Context: an optimization exercise on an open-source flow, tuned for small area. The choices shown serve that exercise and are no tape-out recipe. Where RTL was checked, it was by simulation tests only, not by an equivalence proof against the original. No activity file was given, so power comes from the tool's default toggle rates.

==> inputs of delta <==
==> flow/design.v <==
package instr_stack_ram_pkg;
  localparam int unsigned DEF_WORD_W      = 16;
  localparam int unsigned DEF_DEPTH       = 256;
  localparam int unsigned DEF_INSTR_WORDS = 2;
  typedef enum logic {
    LOAD = 1'b0,
    RUN  = 1'b1
  } state_t;
  function automatic logic fetch_in_range(input int unsigned addr,
                                          input int unsigned words,
                                          input int unsigned count);
    fetch_in_range = ((addr + words) <= count);
  endfunction
endpackage
module stack_mem
#(
  parameter int unsigned WORD_W      = instr_stack_ram_pkg::DEF_WORD_W,
  parameter int unsigned DEPTH       = instr_stack_ram_pkg::DEF_DEPTH,
  parameter int unsigned INSTR_WORDS = instr_stack_ram_pkg::DEF_INSTR_WORDS,
  localparam int unsigned AW         = $clog2(DEPTH)
) (
  input  logic                          clk,
  input  logic                          rst_n,
  input  logic [AW:0]                   wptr,
  input  logic [WORD_W-1:0]             wdata,
  input  logic [AW-1:0]                 raddr,
  output logic [WORD_W*INSTR_WORDS-1:0] rdata
);
  localparam int unsigned HW = AW / 2;        
  localparam int unsigned LW = AW - HW;
  localparam int unsigned NB = DEPTH / 2;     
  logic phase;
  always_ff @(posedge clk or negedge rst_n) begin
    if (!rst_n) phase <= 1'b0;
    else        phase <= ~phase;
  end
  logic [(1<<HW)-1:0] eq_h;
  logic [(1<<LW)-1:0] eq_l, le_l;
  always_comb begin
    for (int unsigned h = 0; h < (1<<HW); h++)
      eq_h[h] = !wptr[AW] && (wptr[AW-1:LW] == HW'(h));
    for (int unsigned l = 0; l < (1<<LW); l++) begin
      eq_l[l] = (wptr[LW-1:0] == LW'(l));
      le_l[l] = (wptr[LW-1:0] <= LW'(l));
    end
  end
  logic [WORD_W-1:0] wd;
  assign wd = wdata ^ {WORD_W{phase}};
  logic [WORD_W-1:0] words [DEPTH];
  for (genvar i = 0; i < DEPTH; i++) begin : g_row
    sm_row #(.W(WORD_W)) u_row (
      .clk  (clk),
      .we   (eq_h[i >> LW] && eq_l[i % (1<<LW)]),
      .hold (!(eq_h[i >> LW] && le_l[i % (1<<LW)])),
      .wd   (wd),
      .q    (words[i])
    );
  end
  logic [AW-1:0] ea;          
  logic [AW-2:0] oa;          
  assign oa = raddr[AW-1:1];
  assign ea = AW'(raddr[AW-1:1]) + AW'(raddr[0]);
  logic [NB-1:0] es_n, os_n;   
  always_comb begin
    for (int unsigned k = 0; k < NB; k++) begin
      es_n[k] = !(ea == AW'(k));
      os_n[k] = !(oa == (AW-1)'(k));
    end
  end
  logic [WORD_W-1:0] ev, od;
  for (genvar b = 0; b < WORD_W; b++) begin : g_bit
    logic [NB-1:0] ecol, ocol;
    for (genvar k = 0; k < NB; k++) begin : g_k
      assign ecol[k] = words[2*k][b];
      assign ocol[k] = words[2*k+1][b];
    end
    sm_sel #(.N(NB)) u_es (.d(ecol), .s_n(es_n), .y(ev[b]));
    sm_sel #(.N(NB)) u_os (.d(ocol), .s_n(os_n), .y(od[b]));
  end
  logic [WORD_W-1:0] w0, w1;
  assign w0 = raddr[0] ? od : ev;
  assign w1 = raddr[0] ? ev : od;
  assign rdata = {w1, w0} ^ {(WORD_W*INSTR_WORDS){!phase}};
endmodule
module sm_row
#(
  parameter int unsigned W = 16
) (
  input  logic         clk,
  input  logic         we,
  input  logic         hold,
  input  logic [W-1:0] wd,
  output logic [W-1:0] q
);
  for (genvar j = 0; j < W; j++) begin : g_b
    sm_cell u_cell (.clk(clk), .we(we), .hold(hold), .wd(wd[j]), .q(q[j]));
  end
endmodule
module sm_cell (
  input  logic clk,
  input  logic we,
  input  logic hold,
  input  logic wd,
  output logic q
);
  always_ff @(posedge clk) begin
    q <= ~((q | we) & (hold | wd));
  end
endmodule
module sm_sel
#(
  parameter int unsigned N = 128
) (
  input  logic [N-1:0] d,
  input  logic [N-1:0] s_n,
  output logic         y
);
  assign y = ~&(d | s_n);
endmodule
module instr_stack_ram
#(
  parameter int unsigned WORD_W      = instr_stack_ram_pkg::DEF_WORD_W,
  parameter int unsigned DEPTH       = instr_stack_ram_pkg::DEF_DEPTH,
  parameter int unsigned INSTR_WORDS = instr_stack_ram_pkg::DEF_INSTR_WORDS,
  localparam int unsigned AW         = $clog2(DEPTH)
) (
  input  logic                          clk,
  input  logic                          rst_n,
  input  logic                          ld_valid,
  input  logic [WORD_W-1:0]             ld_data,
  input  logic                          ld_last,
  output logic                          ld_ready,
  input  logic                          clear,
  output logic [AW:0]                   sp,
  output logic                          full,
  output logic                          ld_overflow,
  output logic                          initialized,
  input  logic                          fetch_req,
  input  logic [AW-1:0]                 fetch_addr,
  output logic                          fetch_valid,
  output logic [WORD_W*INSTR_WORDS-1:0] fetch_instr,
  output logic                          fetch_err
);
  instr_stack_ram_pkg::state_t   state;
  logic [WORD_W*INSTR_WORDS-1:0] rdata;
  logic                          accept;
  logic                          in_range;
  logic                          ok;
  assign full          = sp[AW];
  assign initialized   = (state == instr_stack_ram_pkg::RUN);
  assign ld_ready      = (state == instr_stack_ram_pkg::LOAD) && !full;
  assign accept        = ld_valid && ld_ready;
  assign in_range      = instr_stack_ram_pkg::fetch_in_range(32'(fetch_addr), INSTR_WORDS, 32'(sp));
  assign ok            = (state == instr_stack_ram_pkg::RUN) && in_range;
  always_ff @(posedge clk or negedge rst_n) begin
    if (!rst_n) begin
      state       <= instr_stack_ram_pkg::LOAD;
      sp          <= '0;
      ld_overflow <= 1'b0;
      fetch_valid <= 1'b0;
      fetch_err   <= 1'b0;
      fetch_instr <= '0;
    end else if (clear) begin
      state       <= instr_stack_ram_pkg::LOAD;
      sp          <= '0;
      ld_overflow <= 1'b0;
      fetch_valid <= 1'b0;
    end else begin
      if (accept) begin
        sp <= sp + 1'b1;
        if (ld_last) state <= instr_stack_ram_pkg::RUN;
      end
      if (ld_valid && (state == instr_stack_ram_pkg::LOAD) && full) ld_overflow <= 1'b1;
      fetch_valid <= fetch_req;
      if (fetch_req) begin
        fetch_err   <= !ok;
        fetch_instr <= ok ? rdata : '0;
      end
    end
  end
  stack_mem #(
    .WORD_W      (WORD_W),
    .DEPTH       (DEPTH),
    .INSTR_WORDS (INSTR_WORDS)
  ) u_mem (
    .clk   (clk),
    .rst_n (rst_n),
    .wptr  (sp),
    .wdata (ld_data),
    .raddr (fetch_addr),
    .rdata (rdata)
  );
endmodule
==> flow/run.sh <==
#!/bin/bash
# synth_recipe.tcl (not shown) runs the flow's synth.tcl, then flattens the netlist and writes it again
# the make line also repeats each setting of config.mk as NAME=value (left out here)
make -C /OpenROAD-flow-scripts/flow DESIGN_CONFIG=/design/flow/config.mk WORK_HOME=/design/flow/orfs CLKGATE_MAP_FILE= SYNTH_SCRIPT=/design/flow/synth_recipe.tcl finish
==> flow/config.mk <==
export PLATFORM = sky130hd
export DESIGN_NAME = instr_stack_ram
export DESIGN_NICKNAME = instr_stack_ram
export VERILOG_FILES = /design/flow/design.v
export SDC_FILE = /design/flow/constraint.sdc
export NUM_CORES = 4
export LEC_CHECK = 0
export CAP_MARGIN = 20
export CORE_MARGIN = 2
export CORE_UTILIZATION = 60
export SLEW_MARGIN = 20
export SYNTH_HIERARCHICAL = 1
export SYNTH_MEMORY_MAX_BITS = 8192
export SYNTH_MINIMUM_KEEP_SIZE = 0
==> flow/constraint.sdc <==
create_clock -name core_clock -period 10.0 [get_ports {clk}]
set_input_delay 2.0000 -clock core_clock [delete_from_list [all_inputs] [get_ports {clk}]]
set_output_delay 2.0000 -clock core_clock [all_outputs]
set_load 0.01 [all_outputs]
==> cedar: changes against delta <==
==> flow/design.v, changed modules only <==
module stack_mem
#(
  parameter int unsigned WORD_W      = instr_stack_ram_pkg::DEF_WORD_W,
  parameter int unsigned DEPTH       = instr_stack_ram_pkg::DEF_DEPTH,
  parameter int unsigned INSTR_WORDS = instr_stack_ram_pkg::DEF_INSTR_WORDS,
  localparam int unsigned AW         = $clog2(DEPTH)
) (
  input  logic                          clk,
  input  logic                          we,
  input  logic [AW-1:0]                 waddr,
  input  logic [WORD_W-1:0]             wdata,
  input  logic                          re,
  input  logic [AW-1:0]                 raddr,
  output logic [WORD_W*INSTR_WORDS-1:0] rdata
);
  logic [WORD_W-1:0] mem [DEPTH];
  always_ff @(posedge clk) begin
    if (we) mem[waddr] <= wdata;
  end
  always_ff @(posedge clk) begin
    if (re) begin
      for (int unsigned k = 0; k < INSTR_WORDS; k++) begin
        rdata[k*WORD_W +: WORD_W] <= mem[raddr + AW'(k)];
      end
    end
  end
endmodule
module instr_stack_ram
#(
  parameter int unsigned WORD_W      = instr_stack_ram_pkg::DEF_WORD_W,
  parameter int unsigned DEPTH       = instr_stack_ram_pkg::DEF_DEPTH,
  parameter int unsigned INSTR_WORDS = instr_stack_ram_pkg::DEF_INSTR_WORDS,
  localparam int unsigned AW         = $clog2(DEPTH)
) (
  input  logic                          clk,
  input  logic                          rst_n,
  input  logic                          ld_valid,
  input  logic [WORD_W-1:0]             ld_data,
  input  logic                          ld_last,
  output logic                          ld_ready,
  input  logic                          clear,
  output logic [AW:0]                   sp,
  output logic                          full,
  output logic                          ld_overflow,
  output logic                          initialized,
  input  logic                          fetch_req,
  input  logic [AW-1:0]                 fetch_addr,
  output logic                          fetch_valid,
  output logic [WORD_W*INSTR_WORDS-1:0] fetch_instr,
  output logic                          fetch_err
);
  instr_stack_ram_pkg::state_t   state;
  logic                          fetch_valid_q;
  logic                          fetch_err_q;
  logic                          have_data;
  logic [WORD_W*INSTR_WORDS-1:0] rdata;
  logic                          accept;
  logic                          re;
  logic                          in_range;
  assign full          = (sp == (AW+1)'(DEPTH));
  assign initialized   = (state == instr_stack_ram_pkg::RUN);
  assign ld_ready      = (state == instr_stack_ram_pkg::LOAD) && !full;
  assign accept        = ld_valid && ld_ready && !clear;
  assign re            = fetch_req && !clear;
  assign in_range      = instr_stack_ram_pkg::fetch_in_range(32'(fetch_addr), INSTR_WORDS, 32'(sp));
  assign fetch_valid = fetch_valid_q;
  assign fetch_err   = fetch_err_q;
  assign fetch_instr = (have_data && !fetch_err_q) ? rdata : '0;
  always_ff @(posedge clk or negedge rst_n) begin
    if (!rst_n) begin
      state         <= instr_stack_ram_pkg::LOAD;
      sp            <= '0;
      ld_overflow   <= 1'b0;
      fetch_valid_q <= 1'b0;
      fetch_err_q   <= 1'b0;
      have_data     <= 1'b0;
    end else if (clear) begin
      state         <= instr_stack_ram_pkg::LOAD;
      sp            <= '0;
      ld_overflow   <= 1'b0;
      fetch_valid_q <= 1'b0;
    end else begin
      if (accept) begin
        sp <= sp + 1'b1;
        if (ld_last) state <= instr_stack_ram_pkg::RUN;
      end
      if (ld_valid && (state == instr_stack_ram_pkg::LOAD) && full) ld_overflow <= 1'b1;
      fetch_valid_q <= fetch_req;
      if (fetch_req) begin
        fetch_err_q <= (state != instr_stack_ram_pkg::RUN) || !in_range;
        have_data   <= 1'b1;
      end
    end
  end
  stack_mem #(
    .WORD_W      (WORD_W),
    .DEPTH       (DEPTH),
    .INSTR_WORDS (INSTR_WORDS)
  ) u_mem (
    .clk   (clk),
    .we    (accept),
    .waddr (sp[AW-1:0]),
    .wdata (ld_data),
    .re    (re),
    .raddr (fetch_addr),
    .rdata (rdata)
  );
endmodule
// module sm_row removed
// module sm_cell removed
// module sm_sel removed
CORE_UTILIZATION = 40   (was 60)
SYNTH_HIERARCHICAL = not set   (was 1)
SYNTH_MINIMUM_KEEP_SIZE = not set   (was 0)
==> yarrow: changes against delta <==
==> flow/design.v, changed modules only <==
module stack_mem
#(
  parameter int unsigned WORD_W      = instr_stack_ram_pkg::DEF_WORD_W,
  parameter int unsigned DEPTH       = instr_stack_ram_pkg::DEF_DEPTH,
  parameter int unsigned INSTR_WORDS = instr_stack_ram_pkg::DEF_INSTR_WORDS,
  localparam int unsigned AW         = $clog2(DEPTH)
) (
  input  logic                          clk,
  input  logic                          rst_n,
  input  logic [AW:0]                   wptr,
  input  logic [WORD_W-1:0]             wdata,
  input  logic [AW-1:0]                 raddr,
  output logic [WORD_W*INSTR_WORDS-1:0] rdata
);
  localparam int unsigned HW = AW / 2;        
  localparam int unsigned LW = AW - HW;
  localparam int unsigned NB = DEPTH / 2;     
  logic phase;
  always_ff @(posedge clk or negedge rst_n) begin
    if (!rst_n) phase <= 1'b0;
    else        phase <= ~phase;
  end
  logic [(1<<HW)-1:0] eq_h;
  logic [(1<<LW)-1:0] eq_l, le_l;
  always_comb begin
    for (int unsigned h = 0; h < (1<<HW); h++)
      eq_h[h] = !wptr[AW] && (wptr[AW-1:LW] == HW'(h));
    for (int unsigned l = 0; l < (1<<LW); l++) begin
      eq_l[l] = (wptr[LW-1:0] == LW'(l));
      le_l[l] = (wptr[LW-1:0] <= LW'(l));
    end
  end
  logic [WORD_W-1:0] wd;
  assign wd = wdata ^ {WORD_W{phase}};
  logic [WORD_W-1:0] words [DEPTH];
  for (genvar i = 0; i < DEPTH; i++) begin : g_row
    sm_row #(.W(WORD_W)) u_row (
      .clk  (clk),
      .we   (eq_h[i >> LW] && eq_l[i % (1<<LW)]),
      .hold (!(eq_h[i >> LW] && le_l[i % (1<<LW)])),
      .wd   (wd),
      .q    (words[i])
    );
  end
  logic [AW-1:0] ea;          
  logic [AW-2:0] oa;          
  assign oa = raddr[AW-1:1];
  assign ea = AW'(raddr[AW-1:1]) + AW'(raddr[0]);
  logic [NB-1:0] es, os;       
  always_comb begin
    for (int unsigned k = 0; k < NB; k++) begin
      es[k] = (ea == AW'(k));
      os[k] = (oa == (AW-1)'(k));
    end
  end
  logic [WORD_W-1:0] ev, od;
  for (genvar b = 0; b < WORD_W; b++) begin : g_bit
    logic [NB-1:0] ecol, ocol;
    for (genvar k = 0; k < NB; k++) begin : g_k
      assign ecol[k] = words[2*k][b];
      assign ocol[k] = words[2*k+1][b];
    end
    sm_sel #(.N(NB)) u_es (.d(ecol), .s(es), .y(ev[b]));
    sm_sel #(.N(NB)) u_os (.d(ocol), .s(os), .y(od[b]));
  end
  logic [WORD_W-1:0] w0, w1;
  assign w0 = raddr[0] ? od : ev;
  assign w1 = raddr[0] ? ev : od;
  assign rdata = {w1, w0} ^ {(WORD_W*INSTR_WORDS){phase}};
endmodule
module sm_sel
#(
  parameter int unsigned N = 128
) (
  input  logic [N-1:0] d,
  input  logic [N-1:0] s,
  output logic         y
);
  localparam int unsigned NG = (N + 2) / 3;
  logic [NG-1:0] g_n;         
  for (genvar k = 0; k < N / 3; k++) begin : g_grp
    sm_sel3 u_grp (.d(d[3*k +: 3]), .s(s[3*k +: 3]), .y_n(g_n[k]));
  end
  if (N % 3 == 2) begin : g_tail2
    sm_sel2 u_grp (.d(d[N-1 -: 2]), .s(s[N-1 -: 2]), .y_n(g_n[NG-1]));
  end else if (N % 3 == 1) begin : g_tail1
    assign g_n[NG-1] = !(d[N-1] && s[N-1]);
  end
  sm_nand #(.N(NG)) u_nand (.a(g_n), .y(y));
endmodule
module sm_sel3 (
  input  logic [2:0] d,
  input  logic [2:0] s,
  output logic       y_n
);
  assign y_n = ~|(d & s);
endmodule
module sm_sel2 (
  input  logic [1:0] d,
  input  logic [1:0] s,
  output logic       y_n
);
  assign y_n = ~|(d & s);
endmodule
module sm_nand
#(
  parameter int unsigned N = 43
) (
  input  logic [N-1:0] a,
  output logic         y
);
  assign y = ~&a;
endmodule
module instr_stack_ram
#(
  parameter int unsigned WORD_W      = instr_stack_ram_pkg::DEF_WORD_W,
  parameter int unsigned DEPTH       = instr_stack_ram_pkg::DEF_DEPTH,
  parameter int unsigned INSTR_WORDS = instr_stack_ram_pkg::DEF_INSTR_WORDS,
  localparam int unsigned AW         = $clog2(DEPTH)
) (
  input  logic                          clk,
  input  logic                          rst_n,
  input  logic                          ld_valid,
  input  logic [WORD_W-1:0]             ld_data,
  input  logic                          ld_last,
  output logic                          ld_ready,
  input  logic                          clear,
  output logic [AW:0]                   sp,
  output logic                          full,
  output logic                          ld_overflow,
  output logic                          initialized,
  input  logic                          fetch_req,
  input  logic [AW-1:0]                 fetch_addr,
  output logic                          fetch_valid,
  output logic [WORD_W*INSTR_WORDS-1:0] fetch_instr,
  output logic                          fetch_err
);
  instr_stack_ram_pkg::state_t   state;
  logic [WORD_W*INSTR_WORDS-1:0] rdata;
  logic                          accept;
  logic                          in_range;
  logic                          ok;
  logic                          fire;
  logic [WORD_W*INSTR_WORDS-1:0] instr_q;
  assign full          = sp[AW];
  assign initialized   = (state == instr_stack_ram_pkg::RUN);
  assign ld_ready      = (state == instr_stack_ram_pkg::LOAD) && !full;
  assign accept        = ld_valid && ld_ready;
  assign in_range      = instr_stack_ram_pkg::fetch_in_range(32'(fetch_addr), INSTR_WORDS, 32'(sp));
  assign ok            = (state == instr_stack_ram_pkg::RUN) && in_range;
  assign fire          = fetch_req && !clear;
  assign fetch_instr   = instr_q;
  always_ff @(posedge clk or negedge rst_n) begin
    if (!rst_n) begin
      state       <= instr_stack_ram_pkg::LOAD;
      sp          <= '0;
      ld_overflow <= 1'b0;
      fetch_valid <= 1'b0;
      fetch_err   <= 1'b0;
    end else if (clear) begin
      state       <= instr_stack_ram_pkg::LOAD;
      sp          <= '0;
      ld_overflow <= 1'b0;
      fetch_valid <= 1'b0;
    end else begin
      if (accept) begin
        sp <= sp + 1'b1;
        if (ld_last) state <= instr_stack_ram_pkg::RUN;
      end
      if (ld_valid && (state == instr_stack_ram_pkg::LOAD) && full) ld_overflow <= 1'b1;
      fetch_valid <= fetch_req;
      if (fetch_req) fetch_err <= !ok;
    end
  end
  for (genvar j = 0; j < WORD_W*INSTR_WORDS; j++) begin : g_instr
    instr_bit u_bit (
      .clk   (clk),
      .rst_n (rst_n),
      .hold  (!fire),
      .load  (fire && ok),
      .d     (rdata[j]),
      .q     (instr_q[j])
    );
  end
  stack_mem #(
    .WORD_W      (WORD_W),
    .DEPTH       (DEPTH),
    .INSTR_WORDS (INSTR_WORDS)
  ) u_mem (
    .clk   (clk),
    .rst_n (rst_n),
    .wptr  (sp),
    .wdata (ld_data),
    .raddr (fetch_addr),
    .rdata (rdata)
  );
endmodule
module instr_bit (
  input  logic clk,
  input  logic rst_n,
  input  logic hold,
  input  logic load,
  input  logic d,
  output logic q
);
  always_ff @(posedge clk or negedge rst_n) begin
    if (!rst_n) q <= 1'b0;
    else        q <= (q && hold) || (d && load);
  end
endmodule
==> flow/flow/run.sh (new file) <==
#!/bin/bash
# Own layout flow: the standard ORFS flow (standard.sh, standard synthesis
# unchanged) with two changes to the layout steps:
#  - ports are buffered with the smallest buffer (buf_1),
#  - clock-tree synthesis clusters up to 24 sinks within 80 um and adds no
#    dummy loads.
# ORFS writes each step's full log under orfs/logs/; make's own output goes to
# standard.log in this folder.
set -euo pipefail
HERE=$(pwd)
bash standard.sh \
  "BUFFER_PORTS_ARGS=-buffer_cell sky130_fd_sc_hd__buf_1" \
  "CTS_ARGS=-sink_clustering_enable -repair_clock_nets -sink_clustering_size 24 -sink_clustering_max_diameter 80 -dont_use_dummy_load" \
  finish > "$HERE/standard.log" 2>&1
==> flow/standard.sh (new file) <==
#!/bin/bash
# synth_recipe.tcl (not shown) runs the flow's synth.tcl, then flattens the netlist and writes it again
# the make line also repeats each setting of config.mk as NAME=value (left out here)
make -C /OpenROAD-flow-scripts/flow DESIGN_CONFIG=/design/flow/config.mk WORK_HOME=/design/flow/orfs CLKGATE_MAP_FILE= SYNTH_SCRIPT=/design/flow/synth_recipe.tcl "${@:-finish}"
CTS_CLUSTER_DIAMETER = 80   (was not set)
CTS_CLUSTER_SIZE = 24   (was not set)
removed: flow/run.sh
==> run notes <==
- Power, highest first: cedar, delta, yarrow.
- Of cedar and delta, cedar has the higher die area (gap about 110%, measured against delta).
- Of delta and yarrow, delta has the higher via count (gap 7.6%, measured against yarrow).
- The lowest worst hold slack belongs to delta, the highest to cedar.
- The lowest global-route usage belongs to cedar, the highest to delta.
- yarrow ran to the end with no violations. delta finished clean. cedar went through all stages and came out clean.
Function not checked in cedar: the RTL went through the layout flow alone.

re-timing with driven ports:
The flow's constraints put no driver on any port. The routed layouts listed below were extracted and timed again, unchanged, in two steps. Step 1 sets driving cells, clkbuf_16 on the clock port and buf_2 on the other inputs (assumed; they add their load-dependent delay and slew). Step 2 times the ports against the registers' clock, not the clock port: input delays grow and output delays shrink by t, the midpoint of the rising clock arrivals with the driver on. Three values: no drivers, after step 1, after step 2; two values: the first two.
run | shift t [ns] | setup WS [ns] | worst setup path after step 2 | worst register clock-pin slew, ns
delta | 1.099 | 2.174 / 2.257 / 1.158 | input to register | 0.07 / 0.07
cedar | 1.128 | 3.487 / 3.516 / 2.388 | input to register | 0.07 / 0.07
yarrow | 0.972 | 2.216 / 2.217 / 1.245 | input to register | 0.10 / 0.10
After both steps setup and hold are still met in every run listed. For cedar, which loses most, drivers alone change the setup slack by +0.029 ns; drivers and shift together by -1.099 ns.
